This is an optimization exercise on Yosys and OpenROAD, whose aim is small area, a short achievable clock period and few clock cycles per item, not a production implementation. At most, simulation tests tie the RTL to the original design; equivalence was not proved. Power figures rest on the tool's default switching activity, not on a simulated workload.

==> flow/design.v (excerpt) <==
module dxt1_dxt5_block_decoder_core #(
    parameter int MAX_DIMENSION = 4096
) (
    input  logic         i_clk,
    input  logic         i_rst_n,
    input  logic         i_cfg_valid,
    output logic         o_cfg_ready,
    input  logic [1:0]   i_cfg_index,
    input  logic [12:0]  i_cfg_data,
    input  logic         s_axis_tvalid,
    output logic         s_axis_tready,
    input  logic [127:0] s_axis_tdata,    
    output logic         m_axis_tvalid,
    input  logic         m_axis_tready,
    output logic [55:0]  m_axis_tdata,    
    output logic         m_axis_tlast,
    output logic [0:0]   m_axis_tuser     
);
For scale: ~210 I/O pins, ~0.024 sq mm of cells after synthesis.
==> flow/config.mk <==
export PLATFORM = sky130hd
export DESIGN_NAME = dxt1_dxt5_block_decoder_core
export DESIGN_NICKNAME = dxt1_dxt5_block_decoder_core
export VERILOG_FILES = /design/flow/design.v
export SDC_FILE = /design/flow/constraint.sdc
export NUM_CORES = 4
export LEC_CHECK = 0
export ABC_AREA = 1
export CAP_MARGIN = 20
export CORE_MARGIN = 2
export CORE_UTILIZATION = 40
export SLEW_MARGIN = 20
export SETUP_SLACK_MARGIN = 5.5
export BUFFER_PORTS_ARGS = -buffer_cell sky130_fd_sc_hd__buf_1
==> flow/constraint.sdc <==
create_clock -name core_clock -period 9.0 [get_ports {i_clk}]
set_input_delay 1.8000 -clock core_clock [delete_from_list [all_inputs] [get_ports {i_clk}]]
set_output_delay 1.8000 -clock core_clock [all_outputs]
set_load 0.01 [all_outputs]
standard.sh (not shown) runs the stock make flow with config.mk's settings and CLKGATE_MAP_FILE= SYNTH_SCRIPT=/design/flow/synth_recipe.tcl, a recipe that flattens the netlist after the stock synthesis.
==> flow/flow/run.sh <==
#!/bin/bash
set -o pipefail
cat >> config.mk <<'CFG'
export SETUP_SLACK_MARGIN = 5.5
export BUFFER_PORTS_ARGS = -buffer_cell sky130_fd_sc_hd__buf_1
CFG
bash standard.sh > standard_run.log 2>&1
The first run completed without violations.
Then changed:
--- a/flow/design.v
+++ b/flow/design.v
@@ -331,13 +331,16 @@
     logic [9:0]   r_col, r_row;
     logic [21:0]  r_bb;            
     logic         r_busy;          
     logic [3:0]   r_it;
     logic         r_rdy;           
     logic         r_bv;            
-    logic [63:0]  r_lo, r_hi;
+    logic [63:0]  r_lo;            
+    logic [31:0]  r_hidx;          
+    logic [31:0]  r_chdr;          
+    logic         r_bfour;         
     logic         r_bfmt;
     logic [9:0]   r_bbw;           
     logic         r_lc, r_lr;
     logic [7:0]   r_bad;           
     logic         r_bseven;        
     logic [3:0]   r_k;             
@@ -439,19 +442,23 @@
                     r_col <= w_col1[9:0];
                     if (!r_busy) r_bb <= w_sum;
                 end
             end
         end
     end
-    logic [7:0] w_ia0, w_ia1;
+    logic [7:0]  w_ia0, w_ia1;
+    logic [31:0] w_ihdr;
+    assign w_ihdr = r_fmt ? s_axis_tdata[95:64] : s_axis_tdata[31:0];
     assign w_ia0 = s_axis_tdata[7:0];
     assign w_ia1 = s_axis_tdata[15:8];
     always_ff @(posedge i_clk) begin
         if (r_rdy) begin
             r_lo     <= s_axis_tdata[63:0];
-            r_hi     <= s_axis_tdata[127:64];
+            r_hidx   <= s_axis_tdata[127:96];
+            r_chdr   <= w_ihdr;
+            r_bfour  <= r_fmt || (w_ihdr[15:0] > w_ihdr[31:16]);
             r_bfmt   <= r_fmt;
             r_bbw    <= r_bw;
             r_lc     <= (r_col >= r_bw);
             r_lr     <= (r_row >= r_bh);
             r_bseven <= (w_ia0 > w_ia1);
             r_bad    <= (w_ia0 > w_ia1) ? (w_ia0 - w_ia1) : (w_ia1 - w_ia0);
@@ -461,35 +468,33 @@
     assign w_k1 = r_k + 4'd1;
     always_ff @(posedge i_clk) begin
         if (r_rdy) begin
             r_nci <= r_fmt ? s_axis_tdata[97:96] : s_axis_tdata[33:32];
             r_nai <= s_axis_tdata[18:16];
         end else if (w_sel) begin
-            r_nci <= r_bfmt ? r_hi[32 + 2 * w_k1 +: 2] : r_lo[32 + 2 * w_k1 +: 2];
+            r_nci <= r_bfmt ? r_hidx[2 * w_k1 +: 2] : r_lo[32 + 2 * w_k1 +: 2];
             r_nai <= r_lo[16 + 3 * w_k1 +: 3];
         end
     end
-    logic [63:0] w_cw;
     logic [15:0] w_c0, w_c1;
     logic [23:0] w_e0, w_e1;
     logic [1:0]  w_ci;
     logic [2:0]  w_ai;
     logic        w_four, w_zero, w_sx, w_sy;
     logic [7:0]  w_ex, w_ey;
     logic [29:0] w_n;
     logic [2:0]  w_j;
     logic [1:0]  w_am;
     always_comb begin
-        w_cw   = r_bfmt ? r_hi : r_lo;
-        w_c0   = w_cw[15:0];
-        w_c1   = w_cw[31:16];
+        w_c0   = r_chdr[15:0];
+        w_c1   = r_chdr[31:16];
         w_e0   = expand565(w_c0);
         w_e1   = expand565(w_c1);
         w_ci   = r_nci;
         w_ai   = r_nai;
-        w_four = r_bfmt || (w_c0 > w_c1);
+        w_four = r_bfour;
         w_zero = !w_four && (w_ci == 2'd3);
         w_sx   = w_ci[0];
         w_sy   = w_ci[0] ^ w_ci[1];
         for (int ch = 0; ch < 3; ch++) begin
             w_ex = w_sx ? w_e1[ch*8 +: 8] : w_e0[ch*8 +: 8];
             w_ey = w_sy ? w_e1[ch*8 +: 8] : w_e0[ch*8 +: 8];
After rerunning:
- The changed run finished clean
- sequential share of layout area came out higher by 0.19 points
- combinational power came out lower by 18%
- worst setup slack gets worse by 0.13 ns
- routed wire length came out lower by 3.5%
- power came out lower by 11%
- sequential power came out lower by about 5%
- clock skew came out higher by 0.016 ns
- cell area came out lower by 2.7%
- area after synthesis came out lower by 1.8%
- via count stays flat
- utilization came out lower by 0.30 points
- final cell count is about the same
Testbench counts after the change, summed over its fixed seeds: cycles 17,440, items 16,384.
No functional check of the RTL was part of the first run of this note.

dxt1_dxt5_block_decoder_core, a different RTL version from the one above (not shown whole).
Size in the first run: about 340 flip-flops, ~210 I/O pins, roughly 23000 µm² of cells after synthesis.
## dxt1_dxt5_block_decoder_core
module dxt1_dxt5_block_decoder_core #(
    parameter int MAX_DIMENSION = 4096
) (
    input  logic         i_clk,
    input  logic         i_rst_n,
    input  logic         i_cfg_valid,
    output logic         o_cfg_ready,
    input  logic [1:0]   i_cfg_index,
    input  logic [12:0]  i_cfg_data,
    input  logic         s_axis_tvalid,
    output logic         s_axis_tready,
    input  logic [127:0] s_axis_tdata,    
    output logic         m_axis_tvalid,
    input  logic         m_axis_tready,
    output logic [55:0]  m_axis_tdata,    
    output logic         m_axis_tlast,
    output logic [0:0]   m_axis_tuser     
);
export LEC_CHECK = 0
export ABC_AREA = 1
export CAP_MARGIN = 20
export CORE_MARGIN = 2
export CORE_UTILIZATION = 40
export CTS_CLUSTER_DIAMETER = 80
export CTS_CLUSTER_SIZE = 20
export SLEW_MARGIN = 20
export SETUP_SLACK_MARGIN = 5.5
export BUFFER_PORTS_ARGS = -buffer_cell sky130_fd_sc_hd__buf_1
create_clock -name core_clock -period 9.0 [get_ports {i_clk}]
Scripts as last shown in full above: flow/flow/run.sh
Edit:
--- a/flow/design.v
+++ b/flow/design.v
@@ -453,15 +453,15 @@
     assign w_ia0 = s_axis_tdata[7:0];
     assign w_ia1 = s_axis_tdata[15:8];
     always_ff @(posedge i_clk) begin
         if (r_rdy) begin
             r_lo     <= s_axis_tdata[63:0];
             r_hidx   <= s_axis_tdata[127:96];
             r_chdr   <= w_ihdr;
-            r_bfour  <= r_fmt || (w_ihdr[15:0] > w_ihdr[31:16]);
+            r_bfour  <= r_fmt || (s_axis_tdata[15:0] > s_axis_tdata[31:16]);   
             r_bfmt   <= r_fmt;
             r_bbw    <= r_bw;
             r_lc     <= (r_col >= r_bw);
             r_lr     <= (r_row >= r_bh);
             r_bseven <= (w_ia0 > w_ia1);
             r_bad    <= (w_ia0 > w_ia1) ? (w_ia0 - w_ia1) : (w_ia1 - w_ia0);
         end
Result: The changed run went through all stages and came out clean. Power drops by 0.53%. Sequential cell count is unchanged. Synthesized area rises by 1.0%. Worst setup slack gets better by 0.075 ns. Design area goes up by 0.83%. Clock power went down by about 4%. Wire length climbs by 3.7%. Hold slack is worse by 0.0050 ns. Register-to-register slack is better by 0.07 ns. Critical path depth goes up by 4. Final cell count climbs by 0.38%.
No functional check of the RTL was part of any run of this note.

[port drivers added, routing unchanged]
How much do the figures lean on ideal ports? The routed layouts below were timed once more, with nothing changed but the port constraints. Step 1 (the two cells are an assumption about what drives the block):
set clk [get_ports {i_clk}]
set_driving_cell -lib_cell sky130_fd_sc_hd__clkbuf_16 $clk
set_driving_cell -lib_cell sky130_fd_sc_hd__buf_2 [delete_from_list [all_inputs] $clk]
Step 2 moves the port delays by t, midway between the first and last clock arrival at a register: inputs arrive t later, outputs are due t later. That takes back most of the time a late clock gives input paths. a / b / c = ideal / step 1 / step 2; a / b = the first two.
| run | t (ns) | setup slack, ns | worst register clock-pin slew, ns |
|---|---|---|---|
| the first run of note 1 | 0.630 | 5.525 / 5.525 / 5.023 | 0.06 / 0.06 |
| the second run of note 1 | 0.637 | 5.393 / 5.393 / 5.058 | 0.06 / 0.06 |
| the first run of note 2 | 0.662 | 5.502 / 5.510 / 4.864 | 0.09 / 0.09 |
| the second run of note 2 | 0.647 | 5.577 / 5.571 / 4.968 | 0.09 / 0.09 |
After both steps setup and hold are still met in every run listed. For the first run of note 2, which loses most, drivers alone change the setup slack by +0.008 ns; drivers and shift together by -0.638 ns.
